Source: an optimization exercise on an open RTL-to-GDS flow (aim: small area and a short achievable clock period). Production flows keep margins and buffers that such runs may drop.
Function was checked by simulation only, so behaviour that the tests miss may differ from the original.
The clock port is modelled as an ideal driver, which makes a skipped or thinned clock tree look cheaper than it is; a real chip needs a root buffer or a tree.
Power figures rest on the tool's default switching activity, not on a simulated workload.

ember:
==> flow/design.v (excerpt) <==
module router_nport #(
    parameter int NPORT  = 8,
    parameter int ADDR_W = $clog2(NPORT)
) (
    input  logic             clk,
    input  logic             reset_n,
    input  logic [NPORT-1:0] din,
    input  logic [NPORT-1:0] frame_n,
    input  logic [NPORT-1:0] valid_n,
    output logic [NPORT-1:0] busy_n,
    output logic [NPORT-1:0] dout,
    output logic [NPORT-1:0] valido_n,
    output logic [NPORT-1:0] frameo_n
);
Size: about 1200 cells after synthesis, about 100 flip-flops, roughly 58 I/O pins, about 7900 um2 of cells after synthesis.
clock: 10.0 ns
lec_check: 0
abc_area: 1
cap_margin: 20
core_margin: 2
core_utilization: 30
place_density: 0.4
slew_margin: 20
run.sh (not shown) runs the stock make flow with config.mk's settings and CLKGATE_MAP_FILE= SYNTH_SCRIPT=/design/flow/synth_recipe.tcl, a recipe that flattens the netlist after the stock synthesis.
diff inputs: ember => zinc
diff --git a/flow/config.mk b/flow/config.mk
--- a/flow/config.mk
+++ b/flow/config.mk
@@ -10,4 +10,4 @@
 export CORE_MARGIN = 2
-export CORE_UTILIZATION = 30
-export PLACE_DENSITY = 0.4
+export CORE_UTILIZATION = 50
+export PLACE_DENSITY = 0.6
 export SLEW_MARGIN = 20
Notes after the runs:
zinc completed every stage of the flow, and the final layout passed the timing, DRC and antenna checks.
Taking ember as the reference, in zinc post-route minimum period decreased by 0.061 ns relative to the old numbers; post-synthesis to final-layout area growth saw a decrease.
Multi-input logic area delta (zinc -> ember): insignificant
Compared with ember, zinc shows a lower cell area.
The inputs of lagoon differ from those of zinc as listed below.
diff --git a/flow/config.mk b/flow/config.mk
--- a/flow/config.mk
+++ b/flow/config.mk
@@ -7,7 +7,6 @@
 export LEC_CHECK = 0
-export ABC_AREA = 1
 export CAP_MARGIN = 20
 export CORE_MARGIN = 2
-export CORE_UTILIZATION = 50
-export PLACE_DENSITY = 0.6
+export CORE_UTILIZATION = 30
+export PLACE_DENSITY = 0.4
 export SLEW_MARGIN = 20
- r_busy_n[4] as the last element of the critical path was reported by zinc, and busy_n[3] by lagoon.
- Delta (lagoon minus zinc): total power after layout picked up an extra about 20%; worst setup slack lower; final instance area went up.
- Multi-input gate count, zinc and lagoon: lower on lagoon
- In the tables for zinc and lagoon, register fraction of the total cell area reads higher with zinc.
Relative to lagoon, the following input files were edited for pepper:
==> flow/flow/run.sh (new file) <==
#!/bin/bash
# Own layout flow: the standard synthesis and layout, with the port
# buffers made from buf_2 cells instead of the default delay buffers and
# repair_timing aiming for a larger setup margin (the SDC is unchanged).
set -euo pipefail
bash standard.sh synth > synth.log 2>&1
export BUFFER_PORTS_ARGS="-buffer_cell sky130_fd_sc_hd__buf_2"
export SETUP_SLACK_MARGIN=7
bash standard.sh finish > layout.log 2>&1
==> flow/standard.sh (new file) <==
#!/bin/bash
# synth_recipe.tcl (not shown) runs the flow's synth.tcl, then flattens the netlist and writes it again
# the make line also repeats each setting of config.mk as NAME=value (left out here)
make -C /OpenROAD-flow-scripts/flow DESIGN_CONFIG=/design/flow/config.mk WORK_HOME=/design/flow/orfs CLKGATE_MAP_FILE= SYNTH_SCRIPT=/design/flow/synth_recipe.tcl "${@:-finish}"
diff --git a/flow/config.mk b/flow/config.mk
--- a/flow/config.mk
+++ b/flow/config.mk
@@ -7,6 +7,7 @@
 export LEC_CHECK = 0
+export ABC_AREA = 1
 export CAP_MARGIN = 20
 export CORE_MARGIN = 2
-export CORE_UTILIZATION = 30
-export PLACE_DENSITY = 0.4
+export CORE_UTILIZATION = 50
+export PLACE_DENSITY = 0.6
 export SLEW_MARGIN = 20
removed: flow/run.sh
### Flow results
STATUS overall power: pepper wins against lagoon. In pepper relative to lagoon, wire length had gone down by more than 10%. Compare lagoon and pepper | sequential share of layout area higher: pepper. | fraction of the mapped netlist area in compound gates | pepper vs lagoon | 9.1 points lower |. Row minimum setup slack after placement: pepper higher / lagoon lower. Total cell area at the placement stage, lagoon and pepper: higher on lagoon. Per the comparison of pepper with lagoon, arrival time reported for the critical path endpoint down 0.87 ns; met2 track utilization from global routing up 17 points.

* * *

The RTL this note starts from:
==> flow/design.v <==
module router_nport #(
    parameter int NPORT  = 8,
    parameter int ADDR_W = $clog2(NPORT)
) (
    input  logic             clk,
    input  logic             reset_n,
    input  logic [NPORT-1:0] din,
    input  logic [NPORT-1:0] frame_n,
    input  logic [NPORT-1:0] valid_n,
    output logic [NPORT-1:0] busy_n,
    output logic [NPORT-1:0] dout,
    output logic [NPORT-1:0] valido_n,
    output logic [NPORT-1:0] frameo_n
);
    localparam int N = 8;
    localparam int W = 3;
    logic [W:0]   r_sr    [N];
    logic [N-1:0] w_inArb;
    logic [W-1:0] w_addr  [N];
    logic [N-1:0] r_jg;      
    logic [N-1:0] w_ov;      
    logic [W-1:0] r_ptr   [N];
    logic [N-1:0] r_dout, r_valido, r_frameo;    
    logic [N-1:0] w_arb;
    logic [N-1:0] w_req   [N];    
    logic [N-1:0] w_st    [N];    
    logic [N-1:0] w_gnt   [N];    
    logic [N-1:0] w_granted;
    logic [W-1:0] w_pnext [N];
    logic [N-1:0] w_any;
    logic [N-1:0] w_osel  [N];    
    logic [N-1:0] w_dm, w_v, w_f;
    always_comb begin
        for (int i = 0; i < N; i++) begin
            w_inArb[i]  = r_sr[i][0];
            w_addr[i] = r_sr[i][W:1];
        end
    end
    assign w_arb = w_inArb;
    always_comb begin
        for (int d = 0; d < N; d++)
            for (int i = 0; i < N; i++) begin
                w_req[d][i] = w_arb[i] && (w_addr[i] == d);
                w_st[d][i]  = (r_ptr[d] == i);
            end
    end
    function automatic logic [N-1:0] prefixOr(input logic [N-1:0] x);
        logic [N-1:0] p1, p2, p4;
        p1 = x  | {x[N-2:0], 1'b0};
        p2 = p1 | {p1[N-3:0], 2'b0};
        p4 = p2 | {p2[N-5:0], 4'b0};
        prefixOr = {p4[N-2:0], 1'b0};
    endfunction
    always_comb begin
        w_granted = '0;
        for (int d = 0; d < N; d++) begin
            logic [N-1:0] above, hi, x;
            above = prefixOr(w_st[d]) | w_st[d];    
            hi    = w_req[d] & above;
            x     = (hi != '0) ? hi : w_req[d];
            w_gnt[d] = x & ~prefixOr(x) & {N{!w_ov[d]}};
            w_any[d] = (w_req[d] != '0);
            w_pnext[d] = '0;    
            for (int i = 0; i < N; i++)
                if (w_gnt[d][i]) w_pnext[d] = w_pnext[d] | W'((i + 1) % N);
            w_granted = w_granted | w_gnt[d];
        end
    end
    always_comb begin
        for (int d = 0; d < N; d++)
            for (int i = 0; i < N; i++) w_osel[d][i] = w_st[d][(i + 1) % N];
    end
    for (genvar d = 0; d < N; d++) begin : g_mux
        router_onehot_mux   u_dmux (.sel(w_osel[d]), .a(din),                    .y(w_dm[d]));
        router_onehot_mux_en u_vmux (.sel(w_osel[d]), .a(valid_n), .e(!w_ov[d]), .y_n(w_v[d]));
        router_onehot_mux_en u_fmux (.sel(w_osel[d]), .a(frame_n), .e(!w_ov[d]), .y_n(w_f[d]));
    end
    always_ff @(posedge clk or negedge reset_n) begin
        if (!reset_n) begin
            for (int i = 0; i < N; i++) r_sr[i] <= '0;
        end else begin
            for (int i = 0; i < N; i++) begin
                if (r_sr[i][0]) begin
                    if (w_granted[i]) r_sr[i] <= '0;           
                end else if (frame_n[i]) begin
                    r_sr[i] <= 4'b1000;                        
                end else if (r_sr[i] != '0) begin
                    r_sr[i] <= {din[i], r_sr[i][W:1]};         
                end
            end
        end
    end
    assign w_ov = r_frameo | r_jg;
    always_ff @(posedge clk or negedge reset_n) begin
        if (!reset_n) begin
            r_jg       <= '0;
            r_dout     <= '0;
            r_valido   <= '0;
            r_frameo   <= '0;
            for (int d = 0; d < N; d++) r_ptr[d] <= '0;
        end else begin
            for (int d = 0; d < N; d++) begin
                r_dout[d]     <= w_dm[d] && w_v[d];
                r_valido[d]   <= w_v[d];
                r_frameo[d]   <= w_f[d];
                r_jg[d]       <= !w_ov[d] && w_any[d];
                if (!w_ov[d] && w_any[d]) r_ptr[d] <= w_pnext[d];
            end
        end
    end
    assign busy_n   = ~w_inArb;
    assign dout     = r_dout;
    assign valido_n = ~r_valido;
    assign frameo_n = ~r_frameo;
endmodule
module router_onehot_mux (
    input  logic [7:0] sel,
    input  logic [7:0] a,
    output logic       y
);
    assign y = |(sel & a);
endmodule
module router_onehot_mux_en (
    input  logic [7:0] sel,
    input  logic [7:0] a,
    input  logic       e,
    output logic       y_n
);
    assign y_n = !(|(sel & a) | e);
endmodule
export LEC_CHECK = 0
export ABC_AREA = 1
export CAP_MARGIN = 20
export CORE_MARGIN = 2
export CORE_UTILIZATION = 30
export PLACE_DENSITY = 0.45
export SLEW_MARGIN = 20
export SYNTH_HIERARCHICAL = 1
export SYNTH_MINIMUM_KEEP_SIZE = 0
create_clock -name core_clock -period 10.0 [get_ports {clk}]
standard.sh (not shown) runs the stock make flow with config.mk's settings and CLKGATE_MAP_FILE= SYNTH_SCRIPT=/design/flow/synth_recipe.tcl, a recipe that flattens the netlist after the stock synthesis.
==> flow/flow/run.sh <==
#!/bin/bash
# Own layout flow: the standard layout, with
#  - synthesis by flow/my_synth.tcl: the standard synthesis script plus
#    a hand-mapped one-hot multiplexer module (flow/mux_cells.v),
#  - small port buffers (buf_2 instead of the default delay buffers),
#  - repair_timing aiming for a larger setup margin (the SDC is unchanged),
#  - a one-level clock tree (flow/cts_post.tcl, run as ORFS's POST_CTS_TCL
#    hook): four clkbuf_16 fed from the clock port, one per quadrant.
set -euo pipefail
work=$(pwd)
bash standard.sh SYNTH_SCRIPT=$work/flow/my_synth.tcl synth > synth.log 2>&1
export BUFFER_PORTS_ARGS="-buffer_cell sky130_fd_sc_hd__buf_2"
export SETUP_SLACK_MARGIN=7.1
export POST_CTS_TCL=$work/flow/cts_post.tcl
bash standard.sh finish > layout.log 2>&1
Other scripts of this flow, unchanged in this note and not shown: flow/flow/cts_post.tcl, flow/flow/mux_cells.v, flow/flow/my_synth.tcl
Change:
--- a/flow/flow/run.sh
+++ b/flow/flow/run.sh
@@ -4,3 +4,3 @@
 #    a hand-mapped one-hot multiplexer module (flow/mux_cells.v),
-#  - small port buffers (buf_2 instead of the default delay buffers),
+#  - small port buffers (buf_4 instead of the default delay buffers),
 #  - repair_timing aiming for a larger setup margin (the SDC is unchanged),
@@ -11,4 +11,4 @@
 bash standard.sh SYNTH_SCRIPT=$work/flow/my_synth.tcl synth > synth.log 2>&1
-export BUFFER_PORTS_ARGS="-buffer_cell sky130_fd_sc_hd__buf_2"
-export SETUP_SLACK_MARGIN=7.1
+export BUFFER_PORTS_ARGS="-buffer_cell sky130_fd_sc_hd__buf_4"
+export SETUP_SLACK_MARGIN=7.2
 export POST_CTS_TCL=$work/flow/cts_post.tcl
The changed run completed with no timing, DRC or antenna violations; cell count hardly moves; wire length barely changes; sequential share of layout area falls by 0.68 points; final area rises by 2.8%; combinational power rises by about 4%; sequential power falls by about 0.6%.
Change:
--- a/flow/flow/run.sh
+++ b/flow/flow/run.sh
@@ -4,3 +4,3 @@
 #    a hand-mapped one-hot multiplexer module (flow/mux_cells.v),
-#  - small port buffers (buf_4 instead of the default delay buffers),
+#  - small port buffers (buf_2 instead of the default delay buffers),
 #  - repair_timing aiming for a larger setup margin (the SDC is unchanged),
@@ -11,3 +11,3 @@
 bash standard.sh SYNTH_SCRIPT=$work/flow/my_synth.tcl synth > synth.log 2>&1
-export BUFFER_PORTS_ARGS="-buffer_cell sky130_fd_sc_hd__buf_4"
+export BUFFER_PORTS_ARGS="-buffer_cell sky130_fd_sc_hd__buf_2"
 export SETUP_SLACK_MARGIN=7.2
CORE_UTILIZATION = 40   (was 30)
PLACE_DENSITY = 0.55   (was 0.45)
Result:
- The changed run produced a clean layout
- synthesized area does not change
- total power drops by a few percent
- setup slack degrades by 38 ps
- final area is lower by a few percent
- flip-flop and latch count does not change
- hold slack is about the same
- die area goes down by a quarter to a third
Change:
--- a/flow/flow/run.sh
+++ b/flow/flow/run.sh
@@ -4,3 +4,3 @@
 #    a hand-mapped one-hot multiplexer module (flow/mux_cells.v),
-#  - small port buffers (buf_2 instead of the default delay buffers),
+#  - small port buffers (buf_1 instead of the default delay buffers),
 #  - repair_timing aiming for a larger setup margin (the SDC is unchanged),
@@ -11,3 +11,3 @@
 bash standard.sh SYNTH_SCRIPT=$work/flow/my_synth.tcl synth > synth.log 2>&1
-export BUFFER_PORTS_ARGS="-buffer_cell sky130_fd_sc_hd__buf_2"
+export BUFFER_PORTS_ARGS="-buffer_cell sky130_fd_sc_hd__buf_1"
 export SETUP_SLACK_MARGIN=7.2
CORE_UTILIZATION = 30   (was 40)
PLACE_DENSITY = 0.45   (was 0.55)
Flip-flop and latch count does not change.
Synthesized cell count stays the same.
Via count stays flat.
Clock skew came out higher by 3.5 ps.
Power grows by a few percent.
Global-route usage decreases by 6.8 points.
Wire length is higher by a little under a tenth.
Change:
--- a/flow/flow/run.sh
+++ b/flow/flow/run.sh
@@ -4,3 +4,3 @@
 #    a hand-mapped one-hot multiplexer module (flow/mux_cells.v),
-#  - small port buffers (buf_1 instead of the default delay buffers),
+#  - small port buffers (buf_2 instead of the default delay buffers),
 #  - repair_timing aiming for a larger setup margin (the SDC is unchanged),
@@ -11,3 +11,3 @@
 bash standard.sh SYNTH_SCRIPT=$work/flow/my_synth.tcl synth > synth.log 2>&1
-export BUFFER_PORTS_ARGS="-buffer_cell sky130_fd_sc_hd__buf_1"
+export BUFFER_PORTS_ARGS="-buffer_cell sky130_fd_sc_hd__buf_2"
 export SETUP_SLACK_MARGIN=7.2
CAP_MARGIN = 0   (was 20)
SLEW_MARGIN = 0   (was 20)
Utilization shrinks by 0.18 points.
Flip-flop and latch count stays the same.
Via count shrinks slightly.
Power shrinks slightly.
Wire length is about the same.
Setup slack barely changes.
Synthesized cell count stays the same.
Final cell count is about the same.
Global-route usage stays flat.
In every run of this note, the design's own scripts or RTL, not TritonCTS, make the clock network.

==> separate check: timing with driven ports <==
The results above use ideal ports. As a check the final layouts listed here were re-extracted and re-timed, cells and wires unchanged.
Step 1: set_driving_cell puts a clkbuf_16 on clk and a buf_2 on each other input, an assumption about the parent block.
Step 2 also shifts input and output timing later by t, the mid clock arrival at the registers, as if the neighbouring blocks saw the same clock.
a / b / c = ideal / step 1 / step 2; a / b = the first two.
| run | t, ns | setup slack, ns | hold slack, ns | worst register clock-pin slew, ns |
|---|---|---|---|---|
| ember | 0.414 | 6.307 / 6.317 / 5.917 | 0.484 / 0.484 / 0.484 | 0.09 / 0.09 |
| zinc | 0.409 | 6.368 / 6.345 / 6.056 | 0.480 / 0.480 / 0.480 | 0.08 / 0.08 |
| lagoon | 0.425 | 6.051 / 6.001 / 5.784 | 0.524 / 0.524 / 0.524 | 0.08 / 0.08 |
| pepper | 0.414 | 6.917 / 6.871 / 6.639 | 0.516 / 0.516 / 0.516 | 0.08 / 0.08 |
| the first run of note 2 | 0.272 | 7.172 / 7.099 / 6.983 | 0.549 / 0.549 / 0.549 | 0.11 / 0.11 |
| the second run of note 2 | 0.270 | 7.204 / 7.100 / 7.070 | 0.538 / 0.538 / 0.538 | 0.11 / 0.11 |
| the third run of note 2 | 0.263 | 7.166 / 7.074 / 6.978 | 0.536 / 0.536 / 0.536 | 0.11 / 0.11 |
| the fourth run of note 2 | 0.270 | 7.198 / 7.093 / 7.032 | 0.541 / 0.541 / 0.541 | 0.11 / 0.11 |
| the fifth run of note 2 | 0.272 | 7.200 / 7.094 / 7.033 | 0.547 / 0.547 / 0.547 | 0.11 / 0.11 |
After both steps every run listed still meets setup and hold. The setup slack of ember, which loses most, moves by +0.010 ns with the drivers and by -0.390 ns with both steps.
